This design comes from an exercise in tuning for small area on the open sky130 flow, not from production work.
Only simulation tests tie the RTL to the original design; equivalence was not proved.
Power and IR drop assume default switching activity.

## flow/design.v

```verilog
package rv_isa_pkg;
  typedef logic [31:0] rv_inst_t;
  typedef logic [4:0]  rv_reg_idx_t;
  typedef enum logic [6:0] {
    RV_OPCODE_LUI    = 7'b0110111,
    RV_OPCODE_AUIPC  = 7'b0010111,
    RV_OPCODE_JAL    = 7'b1101111,
    RV_OPCODE_JALR   = 7'b1100111,
    RV_OPCODE_BRANCH = 7'b1100011,
    RV_OPCODE_LOAD   = 7'b0000011,
    RV_OPCODE_STORE  = 7'b0100011,
    RV_OPCODE_OP_IMM = 7'b0010011,
    RV_OPCODE_OP     = 7'b0110011
  } rv_opcode_e;
  typedef enum logic [2:0] {
    RV_FMT_R,
    RV_FMT_I,
    RV_FMT_S,
    RV_FMT_B,
    RV_FMT_U,
    RV_FMT_J
  } rv_format_e;
  typedef struct packed {
    logic [6:0]  funct7;
    rv_reg_idx_t rs2;
    rv_reg_idx_t rs1;
    logic [2:0]  funct3;
    rv_reg_idx_t rd;
    rv_opcode_e  opcode;
  } rv_inst_r_t;
  typedef struct packed {
    logic [11:0] imm_11_0;
    rv_reg_idx_t rs1;
    logic [2:0]  funct3;
    rv_reg_idx_t rd;
    rv_opcode_e  opcode;
  } rv_inst_i_t;
  typedef struct packed {
    logic [6:0]  imm_11_5;
    rv_reg_idx_t rs2;
    rv_reg_idx_t rs1;
    logic [2:0]  funct3;
    logic [4:0]  imm_4_0;
    rv_opcode_e  opcode;
  } rv_inst_s_t;
  typedef struct packed {
    logic        imm_12;
    logic [5:0]  imm_10_5;
    rv_reg_idx_t rs2;
    rv_reg_idx_t rs1;
    logic [2:0]  funct3;
    logic [3:0]  imm_4_1;
    logic        imm_11;
    rv_opcode_e  opcode;
  } rv_inst_b_t;
  typedef struct packed {
    logic [19:0] imm_31_12;
    rv_reg_idx_t rd;
    rv_opcode_e  opcode;
  } rv_inst_u_t;
  typedef struct packed {
    logic        imm_20;
    logic [9:0]  imm_10_1;
    logic        imm_11;
    logic [7:0]  imm_19_12;
    rv_reg_idx_t rd;
    rv_opcode_e  opcode;
  } rv_inst_j_t;
endpackage
package rv_core_pkg;
  typedef logic [32-1:0] rv_word_t;
  typedef enum logic [3:0] {
    RV_ALU_NONE,
    RV_ALU_ADD,
    RV_ALU_SUB,
    RV_ALU_SLL,
    RV_ALU_SLT,
    RV_ALU_SLTU,
    RV_ALU_XOR,
    RV_ALU_SRL,
    RV_ALU_SRA,
    RV_ALU_OR,
    RV_ALU_AND
  } rv_alu_cmd_e;
  typedef enum logic [1:0] {
    RV_ALU_SRC_RS,
    RV_ALU_SRC_IMM,
    RV_ALU_SRC_PC,
    RV_ALU_SRC_ZERO
  } rv_alu_src_e;
  typedef enum logic [1:0] {
    RV_MEM_NONE,
    RV_MEM_LOAD,
    RV_MEM_STORE
  } rv_mem_access_e;
  typedef struct packed {
    logic           valid;
    rv_word_t       pc;
    logic [4:0]     rs1;
    logic [4:0]     rs2;
    logic [4:0]     rd;
    rv_word_t       rs1_value;
    rv_word_t       rs2_value;
    rv_word_t       imm;
    rv_alu_cmd_e    alu_cmd;
    rv_alu_src_e    alu_src1;
    rv_alu_src_e    alu_src2;
    rv_mem_access_e mem_access;
    logic [2:0]     mem_width;
    logic           illegal;
  } rv_decode_rec_t;
endpackage
`timescale 1ns/1ns
module rv_inst_decoder
(
  input  logic         i_inst_valid,
  input  rv_isa_pkg::rv_inst_t     i_inst,
  input  rv_core_pkg::rv_word_t     i_pc,
  output logic           dec_valid,
  output rv_core_pkg::rv_word_t       dec_pc,
  output rv_isa_pkg::rv_reg_idx_t    dec_rs1,
  output rv_isa_pkg::rv_reg_idx_t    dec_rs2,
  output rv_isa_pkg::rv_reg_idx_t    dec_rd,
  output rv_core_pkg::rv_word_t       dec_imm,
  output rv_core_pkg::rv_alu_cmd_e    dec_alu_cmd,
  output rv_core_pkg::rv_alu_src_e    dec_alu_src1,
  output rv_core_pkg::rv_alu_src_e    dec_alu_src2,
  output rv_core_pkg::rv_mem_access_e dec_mem_access,
  output logic [2:0]     dec_mem_width,
  output logic           dec_illegal
);
  rv_isa_pkg::rv_inst_r_t     inst_r;
  rv_isa_pkg::rv_inst_i_t     inst_i;
  rv_isa_pkg::rv_inst_s_t     inst_s;
  rv_isa_pkg::rv_inst_b_t     inst_b;
  rv_isa_pkg::rv_inst_u_t     inst_u;
  rv_isa_pkg::rv_inst_j_t     inst_j;
  rv_isa_pkg::rv_format_e     fmt;
  rv_core_pkg::rv_alu_cmd_e    cmd;
  rv_core_pkg::rv_alu_src_e    src1;
  rv_core_pkg::rv_alu_src_e    src2;
  rv_core_pkg::rv_mem_access_e mem;
  logic           illegal;
  assign inst_r = rv_isa_pkg::rv_inst_r_t'(i_inst);
  assign inst_i = rv_isa_pkg::rv_inst_i_t'(i_inst);
  assign inst_s = rv_isa_pkg::rv_inst_s_t'(i_inst);
  assign inst_b = rv_isa_pkg::rv_inst_b_t'(i_inst);
  assign inst_u = rv_isa_pkg::rv_inst_u_t'(i_inst);
  assign inst_j = rv_isa_pkg::rv_inst_j_t'(i_inst);
  always_comb begin
    case (inst_r.opcode)
      rv_isa_pkg::RV_OPCODE_OP_IMM, rv_isa_pkg::RV_OPCODE_LOAD, rv_isa_pkg::RV_OPCODE_JALR: fmt = rv_isa_pkg::RV_FMT_I;
      rv_isa_pkg::RV_OPCODE_STORE:                                  fmt = rv_isa_pkg::RV_FMT_S;
      rv_isa_pkg::RV_OPCODE_BRANCH:                                 fmt = rv_isa_pkg::RV_FMT_B;
      rv_isa_pkg::RV_OPCODE_LUI, rv_isa_pkg::RV_OPCODE_AUIPC:                   fmt = rv_isa_pkg::RV_FMT_U;
      rv_isa_pkg::RV_OPCODE_JAL:                                    fmt = rv_isa_pkg::RV_FMT_J;
      default:                                          fmt = rv_isa_pkg::RV_FMT_R;   
    endcase
  end
  always_comb begin
    case (fmt)
      rv_isa_pkg::RV_FMT_I: dec_imm = {{20{inst_i.imm_11_0[11]}}, inst_i.imm_11_0};
      rv_isa_pkg::RV_FMT_S: dec_imm = {{20{inst_s.imm_11_5[6]}}, inst_s.imm_11_5, inst_s.imm_4_0};
      rv_isa_pkg::RV_FMT_B: dec_imm = {{20{inst_b.imm_12}}, inst_b.imm_11, inst_b.imm_10_5,
                           inst_b.imm_4_1, 1'b0};
      rv_isa_pkg::RV_FMT_U: dec_imm = {inst_u.imm_31_12, 12'h000};
      rv_isa_pkg::RV_FMT_J: dec_imm = {{12{inst_j.imm_20}}, inst_j.imm_19_12, inst_j.imm_11,
                           inst_j.imm_10_1, 1'b0};
      default:  dec_imm = '0;
    endcase
  end
  always_comb begin
    cmd     = rv_core_pkg::RV_ALU_ADD;
    src1    = rv_core_pkg::RV_ALU_SRC_RS;
    src2    = rv_core_pkg::RV_ALU_SRC_IMM;
    mem     = rv_core_pkg::RV_MEM_NONE;
    illegal = 1'b0;
    case (inst_r.opcode)
      rv_isa_pkg::RV_OPCODE_LUI:   src1 = rv_core_pkg::RV_ALU_SRC_ZERO;
      rv_isa_pkg::RV_OPCODE_AUIPC,
      rv_isa_pkg::RV_OPCODE_JAL:   src1 = rv_core_pkg::RV_ALU_SRC_PC;
      rv_isa_pkg::RV_OPCODE_JALR: begin
        src1    = rv_core_pkg::RV_ALU_SRC_PC;
        illegal = (inst_r.funct3 != 3'b000);
      end
      rv_isa_pkg::RV_OPCODE_BRANCH: begin
        src2 = rv_core_pkg::RV_ALU_SRC_RS;
        case (inst_r.funct3)
          3'b000, 3'b001: cmd = rv_core_pkg::RV_ALU_XOR;    
          3'b100, 3'b101: cmd = rv_core_pkg::RV_ALU_SLT;    
          3'b110, 3'b111: cmd = rv_core_pkg::RV_ALU_SLTU;   
          default:        illegal = 1'b1;
        endcase
      end
      rv_isa_pkg::RV_OPCODE_LOAD: begin
        mem     = rv_core_pkg::RV_MEM_LOAD;
        illegal = !((inst_r.funct3 == 3'b000) || (inst_r.funct3 == 3'b001) ||
                    (inst_r.funct3 == 3'b010) || (inst_r.funct3 == 3'b100) ||
                    (inst_r.funct3 == 3'b101));
      end
      rv_isa_pkg::RV_OPCODE_STORE: begin
        mem     = rv_core_pkg::RV_MEM_STORE;
        illegal = !((inst_r.funct3 == 3'b000) || (inst_r.funct3 == 3'b001) ||
                    (inst_r.funct3 == 3'b010));
      end
      rv_isa_pkg::RV_OPCODE_OP_IMM: begin
        case (inst_r.funct3)
          3'b000: cmd = rv_core_pkg::RV_ALU_ADD;
          3'b010: cmd = rv_core_pkg::RV_ALU_SLT;
          3'b011: cmd = rv_core_pkg::RV_ALU_SLTU;
          3'b100: cmd = rv_core_pkg::RV_ALU_XOR;
          3'b110: cmd = rv_core_pkg::RV_ALU_OR;
          3'b111: cmd = rv_core_pkg::RV_ALU_AND;
          3'b001: begin
            cmd     = rv_core_pkg::RV_ALU_SLL;
            illegal = (inst_r.funct7 != 7'b0000000);
          end
          default: begin
            cmd     = inst_r.funct7[5] ? rv_core_pkg::RV_ALU_SRA : rv_core_pkg::RV_ALU_SRL;
            illegal = (inst_r.funct7 & 7'b1011111) != 7'b0000000;
          end
        endcase
      end
      rv_isa_pkg::RV_OPCODE_OP: begin
        src2 = rv_core_pkg::RV_ALU_SRC_RS;
        case ({inst_r.funct7, inst_r.funct3})
          {7'b0000000, 3'b000}: cmd = rv_core_pkg::RV_ALU_ADD;
          {7'b0100000, 3'b000}: cmd = rv_core_pkg::RV_ALU_SUB;
          {7'b0000000, 3'b001}: cmd = rv_core_pkg::RV_ALU_SLL;
          {7'b0000000, 3'b010}: cmd = rv_core_pkg::RV_ALU_SLT;
          {7'b0000000, 3'b011}: cmd = rv_core_pkg::RV_ALU_SLTU;
          {7'b0000000, 3'b100}: cmd = rv_core_pkg::RV_ALU_XOR;
          {7'b0000000, 3'b101}: cmd = rv_core_pkg::RV_ALU_SRL;
          {7'b0100000, 3'b101}: cmd = rv_core_pkg::RV_ALU_SRA;
          {7'b0000000, 3'b110}: cmd = rv_core_pkg::RV_ALU_OR;
          {7'b0000000, 3'b111}: cmd = rv_core_pkg::RV_ALU_AND;
          default:              illegal = 1'b1;
        endcase
      end
      default: illegal = 1'b1;
    endcase
    if (illegal) begin
      cmd  = rv_core_pkg::RV_ALU_NONE;
      src1 = rv_core_pkg::RV_ALU_SRC_ZERO;
      src2 = rv_core_pkg::RV_ALU_SRC_ZERO;
      mem  = rv_core_pkg::RV_MEM_NONE;
    end
  end
  assign dec_valid      = i_inst_valid;
  assign dec_pc         = i_pc;
  assign dec_rs1        = ((fmt == rv_isa_pkg::RV_FMT_U) || (fmt == rv_isa_pkg::RV_FMT_J)) ? '0 : inst_r.rs1;
  assign dec_rs2        = ((fmt == rv_isa_pkg::RV_FMT_I) || (fmt == rv_isa_pkg::RV_FMT_U) ||
                           (fmt == rv_isa_pkg::RV_FMT_J)) ? '0 : inst_r.rs2;
  assign dec_rd         = ((fmt == rv_isa_pkg::RV_FMT_S) || (fmt == rv_isa_pkg::RV_FMT_B)) ? '0 : inst_r.rd;
  assign dec_alu_cmd    = cmd;
  assign dec_alu_src1   = src1;
  assign dec_alu_src2   = src2;
  assign dec_mem_access = mem;
  assign dec_mem_width  = inst_r.funct3;
  assign dec_illegal    = illegal;
endmodule
`timescale 1ns/1ns
module rv_regfile
(
  input  logic        i_clk,
  input  logic        i_rst_n,
  input  logic        i_wb_valid,
  input  rv_isa_pkg::rv_reg_idx_t i_wb_rd,
  input  rv_core_pkg::rv_word_t    i_wb_data,
  input  rv_isa_pkg::rv_reg_idx_t i_rs1_idx,
  input  rv_isa_pkg::rv_reg_idx_t i_rs2_idx,
  input  logic        i_rs1_rd,
  input  logic        i_rs2_rd,
  input  logic        i_rs1_ovr,
  input  logic        i_rs2_ovr,
  input  rv_core_pkg::rv_word_t    i_ovr_data,
  output rv_core_pkg::rv_word_t    o_rs1_value,
  output rv_core_pkg::rv_word_t    o_rs2_value
);
  localparam int N = 32;
  logic [N-1:1][32-1:0] regs;
  logic [N-1:1]               written;
  logic [N-1:1]               we;
  always_comb begin
    for (int i = 1; i < N; i++) begin
      we[i] = i_wb_valid && (i_wb_rd == 5'(i));
    end
  end
  always_ff @(posedge i_clk) begin
    for (int i = 1; i < N; i++) begin
      if (we[i]) regs[i] <= i_wb_data;
    end
  end
  always_ff @(posedge i_clk or negedge i_rst_n) begin
    if (!i_rst_n) begin
      written <= '0;
    end else begin
      written <= written | we;
    end
  end
  logic [N-1:1] sel1, sel2;
  always_comb begin
    for (int i = 1; i < N; i++) begin
      sel1[i] = i_rs1_rd && written[i] && (i_rs1_idx == 5'(i));
      sel2[i] = i_rs2_rd && written[i] && (i_rs2_idx == 5'(i));
    end
  end
  rv_rf_read u_read1 (.i_regs(regs), .i_sel(sel1), .i_ovr(i_rs1_ovr), .i_ovr_data(i_ovr_data), .o_value(o_rs1_value));
  rv_rf_read u_read2 (.i_regs(regs), .i_sel(sel2), .i_ovr(i_rs2_ovr), .i_ovr_data(i_ovr_data), .o_value(o_rs2_value));
endmodule
module rv_rf_read
(
  input  logic [32-1:1][32-1:0] i_regs,
  input  logic [32-1:1]               i_sel,
  input  logic                                   i_ovr,
  input  rv_core_pkg::rv_word_t                  i_ovr_data,
  output rv_core_pkg::rv_word_t                  o_value
);
  logic [31:0] sel;
  assign sel = {i_sel, i_ovr};
  for (genvar b = 0; b < 32; b++) begin : g_bit
    logic [31:0] d;
    logic [10:0] g;   
    logic [2:0]  n;
    assign d[0] = i_ovr_data[b];
    for (genvar k = 1; k < 32; k++) begin : g_d
      assign d[k] = i_regs[k][b];
    end
    for (genvar j = 0; j < 10; j++) begin : g_aoi
      rv_aoi222 u_aoi (.a1(sel[3*j]), .a2(d[3*j]), .b1(sel[3*j+1]), .b2(d[3*j+1]),
                       .c1(sel[3*j+2]), .c2(d[3*j+2]), .y(g[j]));
    end
    rv_aoi22 u_aoi_last (.a1(sel[30]), .a2(d[30]), .b1(sel[31]), .b2(d[31]), .y(g[10]));
    rv_nand4 u_n0 (.a(g[0]), .b(g[1]), .c(g[2]), .d(g[3]), .y(n[0]));
    rv_nand4 u_n1 (.a(g[4]), .b(g[5]), .c(g[6]), .d(g[7]), .y(n[1]));
    rv_nand3 u_n2 (.a(g[8]), .b(g[9]), .c(g[10]), .y(n[2]));
    rv_or3   u_o  (.a(n[0]), .b(n[1]), .c(n[2]), .y(o_value[b]));
  end
endmodule
module rv_aoi222 (input logic a1, a2, b1, b2, c1, c2, output logic y);
  assign y = !((a1 && a2) || (b1 && b2) || (c1 && c2));
endmodule
module rv_aoi22 (input logic a1, a2, b1, b2, output logic y);
  assign y = !((a1 && a2) || (b1 && b2));
endmodule
module rv_nand4 (input logic a, b, c, d, output logic y);
  assign y = !(a && b && c && d);
endmodule
module rv_nand3 (input logic a, b, c, output logic y);
  assign y = !(a && b && c);
endmodule
module rv_or3 (input logic a, b, c, output logic y);
  assign y = a || b || c;
endmodule
`timescale 1ns/1ns
module rv_id_stage
(
  input  logic           i_clk,
  input  logic           i_rst_n,
  input  logic           i_inst_valid,
  input  logic           i_flush,
  input  rv_isa_pkg::rv_inst_t     i_inst,
  input  rv_core_pkg::rv_word_t    i_pc,
  input  logic           i_ex_valid,
  input  rv_isa_pkg::rv_reg_idx_t  i_ex_rd,
  input  rv_core_pkg::rv_word_t    i_ex_data,
  output logic           o_valid,
  output rv_isa_pkg::rv_inst_t     o_inst,
  output rv_core_pkg::rv_word_t    o_pc,
  output logic           o_rs1_fwd,
  output logic           o_rs2_fwd,
  output logic           o_rs1_rf,
  output logic           o_rs2_rf,
  output rv_core_pkg::rv_word_t    o_ex_data
);
  logic [6:0] opc;
  logic       no_rs1, no_rs2;
  logic [4:0] rs1, rs2;
  logic       fwd1, fwd2;
  assign opc    = i_inst[6:0];
  assign no_rs1 = (opc == rv_isa_pkg::RV_OPCODE_LUI) || (opc == rv_isa_pkg::RV_OPCODE_AUIPC) ||
                  (opc == rv_isa_pkg::RV_OPCODE_JAL);
  assign no_rs2 = no_rs1 || (opc == rv_isa_pkg::RV_OPCODE_OP_IMM) ||
                  (opc == rv_isa_pkg::RV_OPCODE_LOAD) || (opc == rv_isa_pkg::RV_OPCODE_JALR);
  assign rs1    = no_rs1 ? 5'd0 : i_inst[19:15];
  assign rs2    = no_rs2 ? 5'd0 : i_inst[24:20];
  assign fwd1   = i_ex_valid && (i_ex_rd == rs1) && (rs1 != 5'd0);
  assign fwd2   = i_ex_valid && (i_ex_rd == rs2) && (rs2 != 5'd0);
  always_ff @(posedge i_clk or negedge i_rst_n) begin
    if (!i_rst_n) begin
      o_valid <= 1'b0;
    end else begin
      o_valid <= i_inst_valid && !i_flush;
    end
  end
  always_ff @(posedge i_clk) begin
    o_inst    <= i_inst;
    o_pc      <= i_pc;
    o_ex_data <= i_ex_data;
    o_rs1_fwd <= fwd1;
    o_rs2_fwd <= fwd2;
    o_rs1_rf  <= !no_rs1 && !fwd1;
    o_rs2_rf  <= !no_rs2 && !fwd2;
  end
endmodule
`timescale 1ns/1ns
module rv_decode_top
(
  input  logic           i_clk,
  input  logic           i_rst_n,
  input  logic           i_inst_valid,
  input  rv_isa_pkg::rv_inst_t       i_inst,
  input  rv_core_pkg::rv_word_t       i_pc,
  input  logic           i_flush,
  input  logic           i_wb_valid,
  input  rv_isa_pkg::rv_reg_idx_t    i_wb_rd,
  input  rv_core_pkg::rv_word_t       i_wb_data,
  input  logic           i_ex_valid,
  input  rv_isa_pkg::rv_reg_idx_t    i_ex_rd,
  input  rv_core_pkg::rv_word_t       i_ex_data,
  output logic           o_id_valid,
  output rv_core_pkg::rv_word_t       o_id_pc,
  output rv_isa_pkg::rv_reg_idx_t    o_id_rs1,
  output rv_isa_pkg::rv_reg_idx_t    o_id_rs2,
  output rv_isa_pkg::rv_reg_idx_t    o_id_rd,
  output rv_core_pkg::rv_word_t       o_id_rs1_value,
  output rv_core_pkg::rv_word_t       o_id_rs2_value,
  output rv_core_pkg::rv_word_t       o_id_imm,
  output rv_core_pkg::rv_alu_cmd_e    o_id_alu_cmd,
  output rv_core_pkg::rv_alu_src_e    o_id_alu_src1,
  output rv_core_pkg::rv_alu_src_e    o_id_alu_src2,
  output rv_core_pkg::rv_mem_access_e o_id_mem_access,
  output logic [2:0]     o_id_mem_width,
  output logic           o_id_illegal
);
  logic                  id_valid;
  rv_isa_pkg::rv_inst_t  id_inst;
  rv_core_pkg::rv_word_t id_pc;
  logic                  id_rs1_fwd;
  logic                  id_rs2_fwd;
  logic                  id_rs1_rf;
  logic                  id_rs2_rf;
  rv_core_pkg::rv_word_t id_ex_data;
  logic                  dec_valid;
  rv_id_stage u_id_stage (
    .i_clk        (i_clk),
    .i_rst_n      (i_rst_n),
    .i_inst_valid (i_inst_valid),
    .i_flush      (i_flush),
    .i_inst       (i_inst),
    .i_pc         (i_pc),
    .i_ex_valid   (i_ex_valid),
    .i_ex_rd      (i_ex_rd),
    .i_ex_data    (i_ex_data),
    .o_valid      (id_valid),
    .o_inst       (id_inst),
    .o_pc         (id_pc),
    .o_rs1_fwd    (id_rs1_fwd),
    .o_rs2_fwd    (id_rs2_fwd),
    .o_rs1_rf     (id_rs1_rf),
    .o_rs2_rf     (id_rs2_rf),
    .o_ex_data    (id_ex_data)
  );
  rv_inst_decoder u_decoder (
    .i_inst_valid   (id_valid),
    .i_inst         (id_inst),
    .i_pc           (id_pc),
    .dec_valid      (dec_valid),
    .dec_pc         (o_id_pc),
    .dec_rs1        (o_id_rs1),
    .dec_rs2        (o_id_rs2),
    .dec_rd         (o_id_rd),
    .dec_imm        (o_id_imm),
    .dec_alu_cmd    (o_id_alu_cmd),
    .dec_alu_src1   (o_id_alu_src1),
    .dec_alu_src2   (o_id_alu_src2),
    .dec_mem_access (o_id_mem_access),
    .dec_mem_width  (o_id_mem_width),
    .dec_illegal    (o_id_illegal)
  );
  rv_regfile u_regfile (
    .i_clk       (i_clk),
    .i_rst_n     (i_rst_n),
    .i_wb_valid  (i_wb_valid),
    .i_wb_rd     (i_wb_rd),
    .i_wb_data   (i_wb_data),
    .i_rs1_idx   (id_inst[19:15]),
    .i_rs2_idx   (id_inst[24:20]),
    .i_rs1_rd    (id_rs1_rf),
    .i_rs2_rd    (id_rs2_rf),
    .i_rs1_ovr   (id_rs1_fwd),
    .i_rs2_ovr   (id_rs2_fwd),
    .i_ovr_data  (id_ex_data),
    .o_rs1_value (o_id_rs1_value),
    .o_rs2_value (o_id_rs2_value)
  );
  assign o_id_valid = dec_valid;
endmodule
```

## flow/flow/run.sh

```bash
#!/bin/bash
# The standard layout (standard.sh, its synthesis unchanged) with two changes:
# the port buffers are buf_1 instead of the default delay buffer, and clock tree
# synthesis uses clkbuf_8 in clusters of at most 18 sinks, without dummy loads.
set -euo pipefail
cat >> config.mk <<'EOT'
export BUFFER_PORTS_ARGS = -buffer_cell sky130_fd_sc_hd__buf_1
export CTS_ARGS = -sink_clustering_enable -repair_clock_nets -dont_use_dummy_load -buf_list {sky130_fd_sc_hd__clkbuf_8} -sink_clustering_size 18 -sink_clustering_max_diameter 50
EOT
bash standard.sh > standard.log 2>&1
```

## flow/standard.sh

```bash
#!/bin/bash
# synth_recipe.tcl (not shown) runs the flow's synth.tcl, then flattens the netlist and writes it again
# the make line also repeats each setting of config.mk as NAME=value (left out here)
make -C /OpenROAD-flow-scripts/flow DESIGN_CONFIG=/design/flow/config.mk WORK_HOME=/design/flow/orfs CLKGATE_MAP_FILE= SYNTH_SCRIPT=/design/flow/synth_recipe.tcl "${@:-finish}"
```

## flow/config.mk

```make
export PLATFORM = sky130hd
export DESIGN_NAME = rv_decode_top
export DESIGN_NICKNAME = rv_decode_top
export VERILOG_FILES = /design/flow/design.v
export SDC_FILE = /design/flow/constraint.sdc
export NUM_CORES = 4
export LEC_CHECK = 0
export CAP_MARGIN = 20
export CORE_MARGIN = 2
export CORE_UTILIZATION = 65
export SLEW_MARGIN = 20
export SYNTH_HIERARCHICAL = 1
export BUFFER_PORTS_ARGS = -buffer_cell sky130_fd_sc_hd__buf_1
export CTS_ARGS = -sink_clustering_enable -repair_clock_nets -dont_use_dummy_load -buf_list {sky130_fd_sc_hd__clkbuf_8} -sink_clustering_size 18 -sink_clustering_max_diameter 50
```

## flow/constraint.sdc

```tcl
create_clock -name core_clock -period 5.0 [get_ports {i_clk}]
set_input_delay 1.0000 -clock core_clock [delete_from_list [all_inputs] [get_ports {i_clk}]]
set_output_delay 1.0000 -clock core_clock [all_outputs]
set_load 0.01 [all_outputs]
```

==> results of run 1 <==
==> flip-flops by register name, summed over array words and instances (netlist names) <==
signal	count
u_id_stage.o_rs1_fwd	1
u_id_stage.o_pc	32
u_id_stage.o_ex_data	32
u_id_stage.o_rs2_rf	1
u_id_stage.o_inst	32
u_id_stage.o_valid	1
u_id_stage.o_rs2_fwd	1
u_regfile.written	31
u_regfile.regs	992
u_id_stage.o_rs1_rf	1
==> final timing paths <==
| check | start | endpoint | slack [ns] | depth (start not counted) |
|---|---|---|---|---|
| max in group asynchronous | i_rst_n | u_regfile.written[4] | 3.97 | 1 |
| min in group asynchronous | i_rst_n | u_id_stage.o_valid | 0.38 | 1 |
| worst min-delay path | i_ex_data[16] | u_id_stage.o_ex_data[16] | 0.32 | 1 |
| worst max register to register | u_regfile.written[10] | u_regfile.written[10] | 4.26 | 1 |
| worst max-delay path | u_id_stage.o_inst[23] | o_id_rs2_value[26] | -0.04 | 7 |
| worst min register to register | u_regfile.written[31] | u_regfile.written[31] | 0.49 | 1 |
==> cell usage after synthesis, drive strengths merged (20+ instances only) <==
cell,n,share of area
nor2b,20,0.0028
a222oi,640,0.15
clkbuf,20,0.0017
or3,68,0.0097
a22oi,65,0.018
nand3,70,0.0080
o21bai,32,0.0061
nand4,131,0.019
and3,62,0.0088
buf,45,0.0075
edfxtp,992,0.68
nor2,51,0.0045
dfrtp,32,0.018
dfxtp,100,0.045
==> cell type report <==
type	count	area, µm²	area share
flip-flops and latches	1124	32600	0.670
clock buffers	95	1310	0.0269
well taps	873	1090	0.0225
inverters	3	11.3	0.000232
repair buffers	426	2350	0.0484
multi-input cells	1298	11300	0.231
diodes	6	15.0	0.000309
==> kinds of logic after synthesis <==
group,share of synthesized area
flip-flops,0.741
AND/OR/NAND/NOR,0.0674
buffers and inverters,0.00947
XOR/XNOR,0.00199
AO/OA/AOI/OAI,0.181
==> per-stage QoR <==
step	hold WS (ns)	instances
CTS	0.276	3818
global route	0.286	3821
detailed placement	0.471	3723
global placement	0.464	3719
floorplan	0.448	2490
finish	0.316	3825
==> power by group <==
part           switching [W]  total [W]  internal (W)  leakage (nW)
logic               0.000812    0.00117      0.000357          4.52
clock network        0.00282    0.00451       0.00169         0.683
registers           0.000141     0.0105        0.0104          10.1
total                0.00377     0.0162        0.0124          15.3
==> layer usage <==
layer	track usage	vias to the layer above	wire length, µm	part of all wire
met5	0	-	40	0.00024
met4	0.261	6	11700	0.071
met3	0.187	880	31900	0.19
met2	0.677	4065	70900	0.43
met1	0.605	16700	51800	0.31
li1	-	12700	-	-
==> timing repair <==
item                                    CTS  global route
buffers inserted                          0             0
endpoints found under the setup margin    0             1
resized for setup                         0             1
==> cell usage in the layout, fill, tap and decap left out, drive strengths merged, types with 3 or more instances in the layout <==
cell / instances
xnor2: 8
a21oi: 17
nand2b: 5
o21ai: 5
a22o: 4
nand4: 131
nand4bb: 4
nand2: 19
buf: 404
nand3: 70
inv: 3
o21a: 3
a22oi: 65
a211oi: 3
or4: 4
nand4b: 5
diode: 6
o21bai: 32
and3: 62
nor2b: 20
or3: 68
and4b: 7
nor3b: 3
a222oi: 640
clkbuf: 117
nor3: 8
and4bb: 4
dfxtp: 100
dfrtp: 32
a21o: 12
nor2: 51
edfxtp: 992
and2: 13
or2: 3
==> modules after synthesis, one instance, submodules excluded, a selection <==
module / cells / flip-flops and latches / copies in the design
rv_id_stage: 136 / 101 / 1
rv_regfile: 1198 / 1023 / 1
rv_or3: 1 / 0 / 64
rv_aoi22: 1 / 0 / 64
rv_nand3: 1 / 0 / 64
rv_nand4: 1 / 0 / 128
rv_aoi222: 1 / 0 / 640
rv_inst_decoder: 196 / 0 / 1
==> results.cfg, run 1 <==
[status]
outcome = complete, but fails checks
so.violations = setup timing

[logic_synthesis]
yosys_warnings = 9
synth_cell_types = 71
synth_ff_type = edfxtp_1
syn_area_per_cell_um2 = 17.7
synth_seq_cells = 1124
ys_async_sr_fraction = 0.0285
synth_edf_count = 992
syn-num-nets = 2634
syn_inst = 2490
synth_area_um2 = 44000
seq_area_frac_synth = 0.741

[critical_path]
path_delay_family = simple AND/OR/NAND/NOR gates
cp_slowest_cell = and3_1
critical_path.startpoint_type = register
slowest_delay_ns = 1.09
crit_type = reg2out
crit_path_end_kind = primary output
crit_buf_inv = 2
path_cells = nor2b_1 -> and3_1 -> buf_4 -> a222oi_1 -> nand4_1 -> or3_1 -> buf_1
worstPathArrival_ns = 4.04
worstPathMaxFanout = 17
cp.required_ns = 4.00

[clocking]
hold_buffers = 0
cts_tree = done
cts_made_buffers = 95
htree_levels = 3
cts_buffer_depth = 3
cts_sinks = 1124
cts_root_buf = clkbuf_8
clk_pin_slew_worst_paths_ns = 0.08
clk_latency_ns = 0.72

[sta]
max_freq_ghz = 0.198
setup_ws_ns = -0.0383
slew_violations = 0
clock_skew_ns = 0
period_share = 1.01
slew_headroom = 0.127
worst_pin_slew_ns = 1.31
hold_viol_final = 0
fin_tns_setup_ns = -0.0530
rsz0062_at_grt = false
fin_crit_ns = 5.04
setup_viol = 3

[drt]
postRouteAntennaNets = 0
drtIter0Drc = 10400
drc_errors = 0
via_per_inst = 8.98
drt_first_pass_iters = 13
vias = 34300
wirelength_um = 166000
wl_per_cell_um = 43.5

[floorplan]
io_pins = 302
die-area_um2 = 69800
die_x_um = 264
rows = 95
die_h_um = 264
initial_utilization = 0.656
core_area_um2 = 67000

[worst_hold_path]
min-delay-path-class = in2reg

[global_routing]
grt_pass1_vias = 33300
overflow = 0
grt_antenna_before_repair = 8
grt_start_max_net_pins = 33
grt_pass1_wl_um = 231000
track_usage = 0.467

[finish]
fin_area_um2 = 48600
fin_util = 0.725
num-fill-cells = 4282
drive_above_1_share = 0.130
final_nets = 3092
areaGrowthSynthToFinish_pct = 10.5

[flow_run]
maxCapViolations = 0

[power]
power_density_nw_per_um2 = 333
vdd_drop_max_mv = 0.289
leakage_nw = 15.3
finalPower_w = 0.0162

[place]
portBuffers = 301
gp_congestion = 0.946
pre_cts_slack_ns = 0.915
dp_hpwl_um = 96900
dpl_cell_area_um2 = 47200
==> run 2: changes to the inputs <==
--- a/flow/design.v
+++ b/flow/design.v
@@ -331,5 +331,6 @@
                        .c1(sel[3*j+2]), .c2(d[3*j+2]), .y(g[j]));
     end
-    rv_aoi22 u_aoi_last (.a1(sel[30]), .a2(d[30]), .b1(sel[31]), .b2(d[31]), .y(g[10]));
+    rv_aoi222 u_aoi_last (.a1(sel[30]), .a2(d[30]), .b1(sel[31]), .b2(d[31]),
+                          .c1(sel[31]), .c2(d[31]), .y(g[10]));
     rv_nand4 u_n0 (.a(g[0]), .b(g[1]), .c(g[2]), .d(g[3]), .y(n[0]));
     rv_nand4 u_n1 (.a(g[4]), .b(g[5]), .c(g[6]), .d(g[7]), .y(n[1]));
@@ -341,7 +342,4 @@
   assign y = !((a1 && a2) || (b1 && b2) || (c1 && c2));
 endmodule
-module rv_aoi22 (input logic a1, a2, b1, b2, output logic y);
-  assign y = !((a1 && a2) || (b1 && b2));
-endmodule
 module rv_nand4 (input logic a, b, c, d, output logic y);
   assign y = !(a && b && c && d);
--- a/flow/config.mk
+++ b/flow/config.mk
@@ -8,5 +8,6 @@
 export CAP_MARGIN = 20
 export CORE_MARGIN = 2
-export CORE_UTILIZATION = 65
+export CORE_UTILIZATION = 50
+export SETUP_SLACK_MARGIN = 0.1
 export SLEW_MARGIN = 20
 export SYNTH_HIERARCHICAL = 1
==> run 2 against run 1 <==
  * The run now finishes clean
  * Highest routed layer is now met4
  * Sequential share of layout area is 0.51 points lower
  * Global-route usage is 13 points lower
  * Maximum frequency rose by 4.0%
  * Critical path depth is the same
  * First-iteration DRC count down 15%
  * Wire length fell by 6.3%
==> results.cfg, run 2 <==
[status]
outcome = finished clean

[worst_hold_path]
min-delay-path-class = in2reg
hp-start = i_pc[27]

[drt]
via_per_inst = 7.81
drc_errors = 0
postRouteAntennaNets = 0
wl_per_cell_um = 37.6
vias = 32400
drt_first_pass_iters = 14
drtIter0Drc = 8758
wirelength_um = 156000

[critical_path]
crit_buf_inv = 2
rrSetupSlack_ns = 4.27
startpoint = u_id_stage.o_inst[24]
worstPathArrival_ns = 3.84
slowest_delay_ns = 0.54
crit_end = o_id_rs2_value[10]
crit_type = reg2out
cp.required_ns = 4.00
cp.depth = 7
worstPathMaxFanout = 19
crit_path_end_kind = primary output
path_delay_family = simple AND/OR/NAND/NOR gates
path_cells = and4bb_2 -> and3_2 -> buf_4 -> a222oi_1 -> nand4_1 -> or3_1 -> buf_1
cp_slowest_cell = dfxtp_1
critical_path.startpoint_type = register
r2r-start = u_regfile.written[31]
reg2regPathDepth = 1
worst_r2r_endpoint = u_regfile.written[31]

[global_routing]
grt_start_max_net_pins = 65
overflow = 0
grt_pass1_wl_um = 216000
grt_antenna_before_repair = 3
grt_pass1_vias = 31400
track_usage = 0.334

[place]
dp_hpwl_um = 89800
portBuffers = 301
gp_congestion = 0.962

[sta]
period_share = 0.968
clock_skew_ns = 0
slew_headroom = 0.224
hold_viol_final = 0
fin_crit_ns = 4.84
slew_violations = 0
fin_tns_setup_ns = 0
rsz0062_at_grt = false
worst_pin_slew_ns = 1.16
max_freq_ghz = 0.207
setup_viol = 0

[finish]
largest-register = u_regfile.regs
multi_input_area_um2 = 11100
layout_common_cells = edfxtp_1, a222oi_1, buf_1
largest_register_ffs = 992
num-fill-cells = 6833
final_nets = 3130
seq_area_um2 = 32600
areaGrowthSynthToFinish_pct = 11.7
drive_above_1_share = 0.109
final_common_cell = edfxtp_1
fin_util = 0.564

[logic_synthesis]
synth_ff_type = edfxtp_1
seq_area_frac_synth = 0.743
yosysMostFrequentCell = edfxtp_1
yosysTopAreaCellShare = 0.679
synth_seq_cells = 1124
synth_common_cells = edfxtp_1, a222oi_1, nand4_1
ys_async_sr_fraction = 0.0285
syn_inst = 2490
syn_area_per_cell_um2 = 17.6
synth_cell_types = 70
synth_edf_count = 992
synth_top_area_cell = edfxtp_1
syn-num-nets = 2634
yosys_warnings = 9
synthTopCellsByArea = edfxtp_1, a222oi_1, dfxtp_1
synth_area_um2 = 43800

[clocking]
clk_latency_ns = 0.74
clk_pin_slew_worst_paths_ns = 0.09
cts_sinks = 1124
cts_root_buf = clkbuf_8
cts_tree = done
cts_made_buffers = 117
htree_levels = 3
cts_buffer_depth = 3

[floorplan]
io_pins = 302
die-area_um2 = 90100
die_h_um = 300
initial_utilization = 0.505
rows = 108
core_area_um2 = 86900
die_x_um = 300

[power]
vdd_drop_max_mv = 0.230
power_frac_seq = 0.630
pwr-share-clk = 0.298
power_density_nw_per_um2 = 342
p_comb_frac = 0.073
p_sw_w = 0.00391
p_int_w = 0.0128
leakage_nw = 15.5
switching_share = 0.234

[flow_run]
maxCapViolations = 0
[run 2: cell count changes after synthesis, sizes merged]
cell and change:
a22oi -64, a222oi +64
[run 2: cell families (layout without fill, tap and decap cells)]
logic type / after synthesis / after routing / synth area share
compound gates: 797 / 797 / 0.178
xor+xnor: 10 / 10 / 0.00200
buf+inv: 68 / 562 / 0.00950
flops: 1124 / 1124 / 0.743
other cells: 0 / 10 / 0
simple gates: 491 / 491 / 0.0676
[run 2: stage by stage]
stage	area (µm²)	worst slack, ns	hold WS (ns)	total power (W)	std cells
2_1_floorplan	43800	1.41	0.448	0.0112	2490
3_5_place_dp	47300	0.990	0.472	0.0119	4022
6_report	49000	0.158	0.295	0.0167	4149
4_1_cts	48900	0.180	0.261	0.0167	4139
5_1_grt	49000	0.122	0.255	0.0172	4140
3_3_place_gp	47300	1.07	0.468	0.0119	4021
[run 2: layout make-up]
cell class | count | share of cell area
Antenna cell | 10 | 0.000511
Clock buffer | 117 | 0.0329
Inverter | 3 | 0.000230
Multi-Input combinational cell | 1298 | 0.226
Sequential cell | 1124 | 0.665
Tap cell | 1155 | 0.0295
Timing Repair Buffer | 442 | 0.0455
[run 2: power groups by stage]
stage	Clock [W]	Combinational, W	Sequential (W)
CTS	0.00503	0.00118	0.0105
global placement	0	0.00115	0.0107
global route	0.00540	0.00125	0.0105
floorplan	0	0.000534	0.0107
detailed placement	0	0.00117	0.0107
finish	0.00498	0.00121	0.0105
[run 2: worst min path at each step]
stage                            end  cells after the start  slack (ns)
2_1_floorplan   u_regfile.written[4]                      1        0.45
3_3_place_gp   u_regfile.written[17]                      1        0.47
3_5_place_dp    u_regfile.written[6]                      1        0.47
4_1_cts           u_id_stage.o_pc[6]                      1        0.26
5_1_grt          u_id_stage.o_pc[27]                      1        0.26
6_report         u_id_stage.o_pc[27]                      1        0.30
[run 2: layer usage]
layer | vias up | share of wire | GRT usage
met2 | 2994 | 0.45 | 0.511
met4 | 0 | 0.067 | 0.197
li1 | 12900 | - | -
met5 | - | 0 | 0
met1 | 16000 | 0.34 | 0.438
met3 | 466 | 0.14 | 0.0813
[run 2: what timing repair did]
item                       4_1_cts  5_1_grt
resized for setup                0        4
hold buffers                     0        0
setup endpoints to repair        0       13
setup buffers                    0        0
[run 2: per-module statistics from Yosys (local to each module, per instance), a selection]
| module | cells | times used |
|---|---|---|
| rv_id_stage | 136 | 1 |
| rv_inst_decoder | 196 | 1 |
| rv_regfile | 1198 | 1 |
| rv_nand4 | 1 | 128 |
| rv_aoi222 | 1 | 704 |
| rv_nand3 | 1 | 64 |
| rv_or3 | 1 | 64 |
==> run 3: changes to the inputs <==
--- a/flow/config.mk
+++ b/flow/config.mk
@@ -9,5 +9,5 @@
 export CORE_MARGIN = 2
 export CORE_UTILIZATION = 50
-export SETUP_SLACK_MARGIN = 0.1
+export SETUP_SLACK_MARGIN = 0.3
 export SLEW_MARGIN = 20
 export SYNTH_HIERARCHICAL = 1
==> run 3 against run 2 <==
  * Global-route usage hardly changed
  * Register-to-register slack hardly changed
  * Clock skew stayed put
  * Sequential share of layout area hardly changed
  * Via count hardly changed
  * Clock-buffer cell count stayed put
  * Power hardly changed
  * Final cell count hardly changed
  * Flip-flop and latch count stayed put
  * Sequential power hardly changed
  * Die area stayed put
==> results.cfg, run 3 <==
[logic_synthesis]
synth_seq_cells = 1124
synth_common_cells = edfxtp_1, a222oi_1, nand4_1
synth_ff_type = edfxtp_1
synth_compound_area_frac = 0.178
synth_xor_area_frac = 0.00200
yosysTopAreaCellShare = 0.679
synth_top_family_by_area = compound AO/OA/AOI/OAI gates
synthTopCellsByArea = edfxtp_1, a222oi_1, dfxtp_1
synth_edf_count = 992
ys_async_sr_fraction = 0.0285
syn_inst = 2490
synth_top_area_cell = edfxtp_1
syn_area_per_cell_um2 = 17.6
seq_area_frac_synth = 0.743
synth_fa_ha_area_frac = 0
synth.area.mux_share = 0
synth-simple-area-share = 0.0676
yosys_warnings = 9
yosysMostFrequentCell = edfxtp_1
syn-num-nets = 2634
synth_area_um2 = 43800
synth_cell_types = 70

[clocking]
cts_tree = done
htree_levels = 3
clk_pin_slew_worst_paths_ns = 0.09
hold_buffers = 0
cts_sinks = 1124
cts_made_buffers = 117
cts_buffer_depth = 3
cts_root_buf = clkbuf_8
clk_latency_ns = 0.74

[power]
power_frac_seq = 0.629
p_int_w = 0.0128
leakage_nw = 15.5
switching_share = 0.234
vdd_drop_max_mv = 0.231
p_sw_w = 0.00392
pwr-share-clk = 0.298
p_comb_frac = 0.073
power_density_nw_per_um2 = 342

[place]
gp_congestion = 0.962
dp_hpwl_um = 89800
portBuffers = 301
dpl_cell_area_um2 = 47300

[sta]
slew_headroom = 0.242
period_share = 0.943
setup_viol = 0
worst_pin_slew_ns = 1.13
max_freq_ghz = 0.212
fin_tns_setup_ns = 0
rsz0062_at_grt = false
fin_crit_ns = 4.72
hold_viol_final = 0
slew_violations = 0
clock_skew_ns = 0

[floorplan]
die_h_um = 300
core_area_um2 = 86900
die-area_um2 = 90100
rows = 108
die_x_um = 300
initial_utilization = 0.505
io_pins = 302

[finish]
largest-register = u_regfile.regs
largest_register_ffs = 992
areaGrowthSynthToFinish_pct = 11.8
drive_above_1_share = 0.111
fin_area_um2 = 49000
final_common_cell = edfxtp_1
final_nets = 3130
layout_common_cells = edfxtp_1, a222oi_1, buf_1
fin_util = 0.564

[critical_path]
cp.required_ns = 4.00
worst_r2r_endpoint = u_regfile.written[31]
reg2regPathDepth = 1
rrSetupSlack_ns = 4.26
slowest_delay_ns = 0.52
critical_path.startpoint_type = register
worstPathMaxFanout = 19
r2r-start = u_regfile.written[31]
crit_type = reg2out
cp_slowest_cell = or3_1
crit_path_end_kind = primary output
worstPathArrival_ns = 3.72
path_cells = and4bb_2 -> and3_2 -> buf_4 -> a222oi_1 -> nand4_1 -> or3_1 -> buf_1

[global_routing]
grt_pass1_wl_um = 216000
grt_start_max_net_pins = 65
grt_pass1_vias = 31400
track_usage = 0.334
overflow = 0
grt_antenna_before_repair = 3

[flow_run]
maxCapViolations = 0

[status]
outcome = finished clean

[drt]
drc_errors = 0
drtIter0Drc = 8568
vias = 32400
drt_first_pass_iters = 11
via_per_inst = 7.81
wl_per_cell_um = 37.7
wirelength_um = 156000
postRouteAntennaNets = 0

[worst_hold_path]
worst_hold_path.num_cells = 1
min-delay-path-class = in2reg
whs_endpoint = u_id_stage.o_pc[27]
hp-start = i_pc[27]
run 3: cells by family after synthesis:
kind of cell / Yosys count
flip-flops: 1124
AO/OA/AOI/OAI: 797
AND/OR/NAND/NOR: 491
buffers and inverters: 68
XOR/XNOR: 10
run 3: worst max path at each step:
stage / endpoint / from / depth (start not counted) / slack (ns)
3_3_place_gp: o_id_rs2_value[2] / u_id_stage.o_inst[24] / 7 / 1.07
6_report: o_id_rs2_value[10] / u_id_stage.o_inst[24] / 7 / 0.28
5_1_grt: o_id_rs1_value[6] / u_id_stage.o_inst[19] / 7 / 0.31
2_1_floorplan: u_regfile.regs[100] / i_wb_rd[1] / 4 / 1.41
4_1_cts: o_id_rs1_value[7] / u_id_stage.o_rs1_rf / 7 / 0.29
3_5_place_dp: o_id_rs1_value[7] / u_id_stage.o_inst[19] / 6 / 0.99
run 3: through the flow:
step	hold WS (ns)	instances	total power, W	worst slack, ns
after floorplan	0.448	2490	0.0112	1.41
after global placement	0.468	4021	0.0119	1.07
after detailed placement	0.472	4022	0.0119	0.990
after CTS	0.261	4139	0.0167	0.290
after global routing	0.255	4140	0.0172	0.305
final	0.297	4147	0.0167	0.284
run 3: final cells by class:
type                            count  area [µm²]
Antenna cell                        8        20.0
Clock buffer                      117        1610
Fill cell                        6830       37900
Inverter                            3        11.3
Multi-Input combinational cell   1298       11100
Sequential cell                  1124       32600
Tap cell                         1155        1450
Timing Repair Buffer              442        2230
run 3: worst max-delay path: cells and delay by family, from the launching register on:
family          cells  cell delay (ns)
compound gates      1             0.41
simple gates        4             1.55
buf+inv             2             0.53
flops               1             0.44
run 3: timing repair:
action / in CTS / in global routing
setup buffers: 0 / 0
pin swaps: 0 / 1
endpoints found under the setup margin: 19 / 40
hold endpoints to repair: 0 / 0
resized for setup: 5 / 6
run 3: routing by layer:
metal	up-vias	track usage	share of wire
met5	-	0	0
met3	482	0.0814	0.14
met2	2983	0.509	0.44
met4	0	0.197	0.069
li1	12900	-	-
met1	16000	0.440	0.34
run 3: Yosys stat by module, one instance, submodules excluded, excerpt:
module           cell area [µm²]  copies in the design
rv_aoi222                   10.0                   704
rv_id_stage                 2250                     1
rv_inst_decoder             1310                     1
rv_nand3                    5.00                    64
rv_nand4                    6.26                   128
rv_or3                      6.26                    64
rv_regfile                 31700                     1
run 3: power by group through the flow:
stage               clock network, W  registers [W]  logic, W
finish                       0.00499         0.0105   0.00122
floorplan                          0         0.0107  0.000534
detailed placement                 0         0.0107   0.00117
global route                 0.00540         0.0105   0.00125
global placement                   0         0.0107   0.00115
CTS                          0.00503         0.0105   0.00118
==> run 4: changes to the inputs <==
==> flow/flow/run.sh (replaced) <==
#!/bin/bash
# The standard layout (standard.sh, its synthesis unchanged) with two changes:
# the port buffers are buf_1 instead of the default delay buffer, and clock tree
# synthesis has no dummy loads and uses clkbuf_4 at the leaves (clusters of at
# most 10 sinks), clkbuf_8 inside the tree and clkbuf_16 at the root.
set -euo pipefail
cat >> config.mk <<'EOT'
export BUFFER_PORTS_ARGS = -buffer_cell sky130_fd_sc_hd__buf_1
export CTS_ARGS = -sink_clustering_enable -repair_clock_nets -dont_use_dummy_load -buf_list {sky130_fd_sc_hd__clkbuf_4} -root_buf sky130_fd_sc_hd__clkbuf_16 -tree_buf sky130_fd_sc_hd__clkbuf_8 -sink_clustering_size 10 -sink_clustering_max_diameter 35
EOT
bash standard.sh > standard.log 2>&1
--- a/flow/config.mk
+++ b/flow/config.mk
@@ -13,3 +13,3 @@
 export SYNTH_HIERARCHICAL = 1
 export BUFFER_PORTS_ARGS = -buffer_cell sky130_fd_sc_hd__buf_1
-export CTS_ARGS = -sink_clustering_enable -repair_clock_nets -dont_use_dummy_load -buf_list {sky130_fd_sc_hd__clkbuf_8} -sink_clustering_size 18 -sink_clustering_max_diameter 50
+export CTS_ARGS = -sink_clustering_enable -repair_clock_nets -dont_use_dummy_load -buf_list {sky130_fd_sc_hd__clkbuf_4} -root_buf sky130_fd_sc_hd__clkbuf_16 -tree_buf sky130_fd_sc_hd__clkbuf_8 -sink_clustering_size 10 -sink_clustering_max_diameter 35
==> run 4 against run 3 <==
  * Die area stayed put
  * Highest routed layer unchanged
  * Clock-buffer cell count rose by 56
  * Critical endpoint unchanged
  * Non-clock buffer count did not move
  * Sequential power hardly changed
  * Worst setup slack worse by 0.0089 ns
==> results.cfg, run 4 <==
[status]
outcome = finished clean

[floorplan]
core_area_um2 = 86900
io_pins = 302
rows = 108
initial_utilization = 0.505
die_h_um = 300
die-area_um2 = 90100
die_x_um = 300

[clocking]
cts_tree = done
cts_made_buffers = 173
htree_levels = 4
cts_root_buf = clkbuf_16
cts_buffer_depth = 3
postCtsSetupBuffers = 0
hold_buffers = 0
clk_pin_slew_worst_paths_ns = 0.10
clk_latency_ns = 0.65
cts_sinks = 1124

[critical_path]
critical_path.startpoint_type = register
worstPathMaxFanout = 19
cp_slowest_cell = dfxtp_1
slowest_delay_ns = 0.53
worstPathArrival_ns = 3.72
crit_path_end_kind = primary output
path_cells = and4bb_2 -> and3_2 -> buf_4 -> a222oi_1 -> nand4_1 -> or3_1 -> buf_1
cp.required_ns = 4.00
crit_type = reg2out

[place]
portBuffers = 301
pre_cts_slack_ns = 0.990
gp_congestion = 0.962
dp_hpwl_um = 89800

[sta]
slew_violations = 0
setup_ws_ns = 0.275
rsz0062_at_grt = false
slew_headroom = 0.240
clock_skew_ns = 0
worst_pin_slew_ns = 1.14
fin_crit_ns = 4.72
max_freq_ghz = 0.212
fin_tns_setup_ns = 0
hold_viol_final = 0
setup_viol = 0
period_share = 0.945

[logic_synthesis]
synth_edf_count = 992
synth_top_area_cell = edfxtp_1
synthTopCellsByArea = edfxtp_1, a222oi_1, dfxtp_1
synth_ff_type = edfxtp_1
seq_area_frac_synth = 0.743
syn-num-nets = 2634
yosysMostFrequentCell = edfxtp_1
ys_async_sr_fraction = 0.0285
yosys_warnings = 9
syn_area_per_cell_um2 = 17.6
synth_area_um2 = 43800
synth_cell_types = 70
syn_inst = 2490
synth_common_cells = edfxtp_1, a222oi_1, nand4_1
yosysTopAreaCellShare = 0.679
synth_seq_cells = 1124

[finish]
areaGrowthSynthToFinish_pct = 11.3
layout_common_cells = edfxtp_1, a222oi_1, buf_1
largest-register = u_regfile.regs
final_common_cell = edfxtp_1
seq_area_um2 = 32600
num-fill-cells = 6897
largest_register_ffs = 992
final_nets = 3186
multi_input_area_um2 = 11100
drive_above_1_share = 0.126

[global_routing]
track_usage = 0.337
grt_start_max_net_pins = 65
grt_pass1_vias = 31800
overflow = 0
grt_pass1_wl_um = 217000
grt_antenna_before_repair = 1

[drt]
drtIter0Drc = 8181
drc_errors = 0
drt_first_pass_iters = 13
wl_per_cell_um = 37.2
postRouteAntennaNets = 0
wirelength_um = 156000
vias = 32600
via_per_inst = 7.76

[flow_run]
maxCapViolations = 0

[power]
leakage_nw = 15.5
vdd_drop_max_mv = 0.298
power_density_nw_per_um2 = 337

[worst_hold_path]
min-delay-path-class = in2reg
-- run 4: cell counts after synthesis --
No cell type changed its count.
-- run 4: logic make-up (layout without fill, tap and decap cells) --
group,after synthesis,after routing,synth area share
flops,1124,1124,0.743
compound gates,797,797,0.178
simple gates,491,491,0.0676
buf+inv,68,618,0.00950
xor+xnor,10,10,0.00200
other cells,0,8,0
-- run 4: area by class of cell --
class | instances | area share
inverter | 3 | 0.000231
timing repair buffer | 442 | 0.0456
multi-input combinational | 1298 | 0.227
antenna | 8 | 0.000410
sequential | 1124 | 0.668
clock buffer | 173 | 0.0290
tap | 1155 | 0.0296
-- run 4: power by group --
part           total (W)  internal, W  switching [W]  leakage, nW
sequential        0.0105       0.0104       0.000133         10.1
clock            0.00472      0.00176        0.00295        0.845
combinational    0.00121     0.000362       0.000849         4.51
-- run 4: worst paths after layout --
path	start	to	slack, ns	cells past startpoint
worst min-delay path	i_pc[6]	u_id_stage.o_pc[6]	0.37	1
worst max-delay path	u_id_stage.o_inst[24]	o_id_rs2_value[10]	0.28	7
worst min register to register	u_regfile.written[9]	u_regfile.written[9]	0.50	1
min in group asynchronous	i_rst_n	u_regfile.written[23]	0.38	1
max in group asynchronous	i_rst_n	u_regfile.written[10]	3.99	1
worst max register to register	u_regfile.written[19]	u_regfile.written[19]	4.27	1
-- run 4: stage by stage --
step           cell area (µm²)  hold slack [ns]  std cells  utilization  power (W)
2_1_floorplan            43800            0.448       2490            -     0.0112
5_1_grt                  48800            0.341       4195        0.561     0.0170
3_5_place_dp             47300            0.472       4022        0.545     0.0119
6_report                 48800            0.374       4203        0.562     0.0165
3_3_place_gp             47300            0.468       4021        0.545     0.0119
4_1_cts                  48800            0.334       4195        0.561     0.0165
-- run 4: per-module statistics from Yosys, one instance, submodules excluded, excerpt --
module / cell area (µm²) / cells / copies in the design / flip-flops and latches
rv_aoi222: 10.0 / 1 / 704 / 0
rv_or3: 6.26 / 1 / 64 / 0
rv_inst_decoder: 1310 / 196 / 1 / 0
rv_id_stage: 2250 / 136 / 1 / 101
rv_nand4: 6.26 / 1 / 128 / 0
rv_regfile: 31700 / 1198 / 1 / 1023
rv_nand3: 5.00 / 1 / 64 / 0
-- run 4: repair_timing --
item,4_1_cts,5_1_grt
pin swaps,0,1
endpoints found under the setup margin,13,26
resized for setup,4,2
-- run 4: layer usage --
metal | vias up | wire [µm] | GRT usage
met5 | - | 0 | 0
met4 | 0 | 10100 | 0.202
met3 | 483 | 23000 | 0.0909
met2 | 3043 | 70000 | 0.508
met1 | 16000 | 53100 | 0.440
li1 | 13100 | - | -
-- run 4: worst max-delay path, delay by kind of cell, from the launching register on --
kind	cells	cell delay (ns)
flip-flops	1	0.53
AO/OA/AOI/OAI	1	0.43
AND/OR/NAND/NOR	4	1.54
buffers and inverters	2	0.52
==> run 5: changes to the inputs <==
--- a/flow/design.v
+++ b/flow/design.v
@@ -331,10 +331,9 @@
                        .c1(sel[3*j+2]), .c2(d[3*j+2]), .y(g[j]));
     end
-    rv_aoi222 u_aoi_last (.a1(sel[30]), .a2(d[30]), .b1(sel[31]), .b2(d[31]),
-                          .c1(sel[31]), .c2(d[31]), .y(g[10]));
+    rv_nand2 u_g10 (.a(sel[30]), .b(d[30]), .y(g[10]));
     rv_nand4 u_n0 (.a(g[0]), .b(g[1]), .c(g[2]), .d(g[3]), .y(n[0]));
     rv_nand4 u_n1 (.a(g[4]), .b(g[5]), .c(g[6]), .d(g[7]), .y(n[1]));
     rv_nand3 u_n2 (.a(g[8]), .b(g[9]), .c(g[10]), .y(n[2]));
-    rv_or3   u_o  (.a(n[0]), .b(n[1]), .c(n[2]), .y(o_value[b]));
+    rv_ao2111 u_o (.a1(sel[31]), .a2(d[31]), .b(n[0]), .c(n[1]), .d(n[2]), .y(o_value[b]));
   end
 endmodule
@@ -348,6 +347,9 @@
   assign y = !(a && b && c);
 endmodule
-module rv_or3 (input logic a, b, c, output logic y);
-  assign y = a || b || c;
+module rv_nand2 (input logic a, b, output logic y);
+  assign y = !(a && b);
+endmodule
+module rv_ao2111 (input logic a1, a2, b, c, d, output logic y);
+  assign y = (a1 && a2) || b || c || d;
 endmodule
 `timescale 1ns/1ns
==> run 5 against run 4 <==
  * Synthesized cell count stayed put
  * Hold slack worse by 0.015 ns
  * Die area is 0.18% lower
  * Clock-buffer cell count is 3 lower
  * Largest power group unchanged
  * Core utilization hardly changed
  * Synthesized area is 0.18% lower
==> results.cfg, run 5 <==
[status]
outcome = finished clean

[clocking]
hold_buffers = 0
postCtsSetupBuffers = 0
cts_root_buf = clkbuf_16
htree_levels = 4
clk_pin_slew_worst_paths_ns = 0.10
cts_buffer_depth = 3
cts_made_buffers = 170
clk_latency_ns = 0.71
cts_tree = done
cts_sinks = 1124

[global_routing]
grt_pass1_vias = 31700
grt_antenna_before_repair = 3
grt_start_max_net_pins = 33
grt_pass1_wl_um = 217000
overflow = 0
track_usage = 0.337

[drt]
wl_met3_um = 22600
wl_met2_um = 73200
via_per_inst = 7.73
drt_first_pass_iters = 15
drtIter0Drc = 7501
vias = 32400
drc_errors = 0
wirelength_um = 157000
postRouteAntennaNets = 0
met1Wirelength_um = 54500
top_layer_used = met5
wl_per_cell_um = 37.4

[sta]
slew_violations = 0
period_share = 0.943
slew_headroom = 0.214
fin_tns_setup_ns = 0
worst_pin_slew_ns = 1.18
rsz0062_at_grt = true
hold_viol_final = 0
clock_skew_ns = 0
fin_crit_ns = 4.71
setup_ws_ns = 0.286
max_freq_ghz = 0.212
setup_viol = 0

[flow_run]
maxCapViolations = 0

[finish]
largest_register_ffs = 992
final_nets = 3178
largest-register = u_regfile.regs
final_common_cell = edfxtp_1
fin_util = 0.561
fin_cells = 4190
drive_above_1_share = 0.129
areaGrowthSynthToFinish_pct = 11.2
layout_common_cells = edfxtp_1, a222oi_1, buf_1
seq_area_um2 = 32600
multi_input_area_um2 = 11000
num-fill-cells = 6996

[logic_synthesis]
synth_fa_ha_area_frac = 0
seq_area_frac_synth = 0.745
yosys_warnings = 9
synth_seq_cells = 1124
synth_compound_area_frac = 0.180
synth_cell_types = 70
synth_top_area_cell = edfxtp_1
synth_xor_area_frac = 0.00200
ys_async_sr_fraction = 0.0285
synth_edf_count = 992
synth_ff_type = edfxtp_1
syn-num-nets = 2634
syn_area_per_cell_um2 = 17.6
synth.area.mux_share = 0
synthTopCellsByArea = edfxtp_1, a222oi_1, dfxtp_1
synth_top_family_by_area = compound AO/OA/AOI/OAI gates
yosysTopAreaCellShare = 0.681
synth_common_cells = edfxtp_1, a222oi_1, nand4_1
synth_area_um2 = 43800
synth-simple-area-share = 0.0641
yosysMostFrequentCell = edfxtp_1
syn_inst = 2490

[floorplan]
initial_utilization = 0.504
core_area_um2 = 86800
io_pins = 302
die-area_um2 = 89900
rows = 108
die_h_um = 300
die_x_um = 300

[place]
post-place-cells = 4017
dp_hpwl_um = 93300
portBuffers = 301
pre_cts_slack_ns = 0.955
gp_congestion = 0.928

[critical_path]
crit_type = reg2out
rrSetupSlack_ns = 4.25
r2r-start = u_regfile.written[25]
crit_path_end_kind = primary output
worstPathMaxFanout = 21
reg2regPathDepth = 1
worst_r2r_endpoint = u_regfile.written[25]
worstPathArrival_ns = 3.71
critical_path.startpoint_type = register
cp.required_ns = 4.00

[worst_hold_path]
worst_hold_path.num_cells = 1
min-delay-path-class = in2reg
hp-start = i_ex_data[20]
whs_endpoint = u_id_stage.o_ex_data[20]

[power]
leakage_nw = 15.6
power_density_nw_per_um2 = 338
pwr-share-clk = 0.286
p_sw_w = 0.00396
p_comb_frac = 0.074
vdd_drop_max_mv = 0.279
switching_share = 0.241
p_int_w = 0.0125
finalPower_w = 0.0165
power_frac_seq = 0.640
-- run 5: changes by cell type after synthesis, sizes merged --
cell,delta
nand2,+64
a2111o,+64
or3,-64
a222oi,-64
-- run 5: layout make-up --
type	count	share of cell area
clock buffers	170	0.0286
well taps	1155	0.0297
multi-input cells	1298	0.226
flip-flops and latches	1124	0.670
repair buffers	437	0.0454
inverters	3	0.000231
diodes	3	0.000154
-- run 5: repair_timing --
action	CTS	global route
gates resized for setup	5	14
pin swaps	0	7
endpoints found under the hold margin	0	0
endpoints found under the setup margin	12	42
gates cloned	0	0
-- run 5: worst max-delay path: stages (launching register included) --
cell and delay [ns]:
dfxtp_2 0.49, and4bb_2 0.31, and3_2 0.35, buf_4 0.29, a222oi_1 0.47, nand4_1 0.35, a2111o_1 0.52, buf_1 0.20
-- run 5: modules after synthesis (local to each module, per instance), a selection --
module | copies in the design | cell area (µm²) | cells inside | flops+latches
rv_nand2 | 64 | 3.75 | 1 | 0
rv_nand4 | 128 | 6.26 | 1 | 0
rv_inst_decoder | 1 | 1310 | 196 | 0
rv_id_stage | 1 | 2250 | 136 | 101
rv_nand3 | 64 | 5.00 | 1 | 0
rv_ao2111 | 64 | 11.3 | 1 | 0
rv_aoi222 | 640 | 10.0 | 1 | 0
rv_regfile | 1 | 31700 | 1198 | 1023
-- run 5: per-layer routing --
layer / global-route usage / vias to the layer above
li1: - / 13000
met1: 0.431 / 16300
met2: 0.533 / 2678
met3: 0.109 / 460
met4: 0.137 / 4
met5: 0 / -
-- run 5: worst max path at each step --
stage	from	to	slack (ns)	depth (start not counted)
after floorplan	i_wb_rd[1]	u_regfile.regs[100]	1.41	4
after global placement	u_id_stage.o_inst[20]	o_id_rs2_value[7]	0.99	7
after detailed placement	u_id_stage.o_inst[15]	o_id_rs1_value[7]	0.96	7
after CTS	u_id_stage.o_inst[19]	o_id_rs1_value[6]	0.30	7
after global routing	u_id_stage.o_rs2_rf	o_id_rs2_value[21]	0.29	7
final	u_id_stage.o_inst[20]	o_id_rs2_value[7]	0.29	7
-- run 5: power groups by stage --
stage / combinational [W] / sequential, W / clock (W)
floorplan: 0.000549 / 0.0107 / 0
global placement: 0.00115 / 0.0107 / 0
detailed placement: 0.00118 / 0.0107 / 0
CTS: 0.00118 / 0.0105 / 0.00478
global route: 0.00126 / 0.0105 / 0.00517
finish: 0.00122 / 0.0105 / 0.00471
-- run 5: through the flow --
step	area [µm²]	hold WS, ns
after floorplan	43800	0.448
after global placement	47200	0.468
after detailed placement	47200	0.473
after CTS	48600	0.330
after global routing	48700	0.330
final	48700	0.359
-- run 5: cell families (layout without fill, tap and decap cells) --
group	count (synthesis)	in the layout
flip-flops	1124	1124
buffers and inverters	68	610
AND/OR/NAND/NOR	491	491
XOR/XNOR	10	10
other	0	3
AO/OA/AOI/OAI	797	797

separate check: timing with driven ports:
How much do the figures lean on ideal ports? The routed layouts below were timed once more, with nothing changed but the port constraints.
Step 1 sets driving cells, clkbuf_16 on the clock port and buf_2 on the other inputs (assumed; they add their load-dependent delay and slew).
Step 2 times the ports against the registers' clock, not the clock port: input delays grow and output delays shrink by t, the midpoint of the rising clock arrivals with the driver on.
Three values: ideal, step 1, step 2; two values: the first two.
| run | t, ns | slack for setup (ns) | worst setup path at the end | worst register clock-pin slew, ns |
|---|---|---|---|---|
| run 1 | 0.791 | -0.038 / -0.107 / 0.685 | register to output | 0.11 / 0.11 |
| run 2 | 0.812 | 0.158 / 0.087 / 0.899 | register to output | 0.11 / 0.11 |
| run 3 | 0.818 | 0.284 / 0.213 / 1.030 | register to output | 0.11 / 0.11 |
| run 4 | 0.758 | 0.275 / 0.204 / 0.962 | register to output | 0.11 / 0.11 |
| run 5 | 0.758 | 0.286 / 0.215 / 0.973 | register to output | 0.11 / 0.11 |
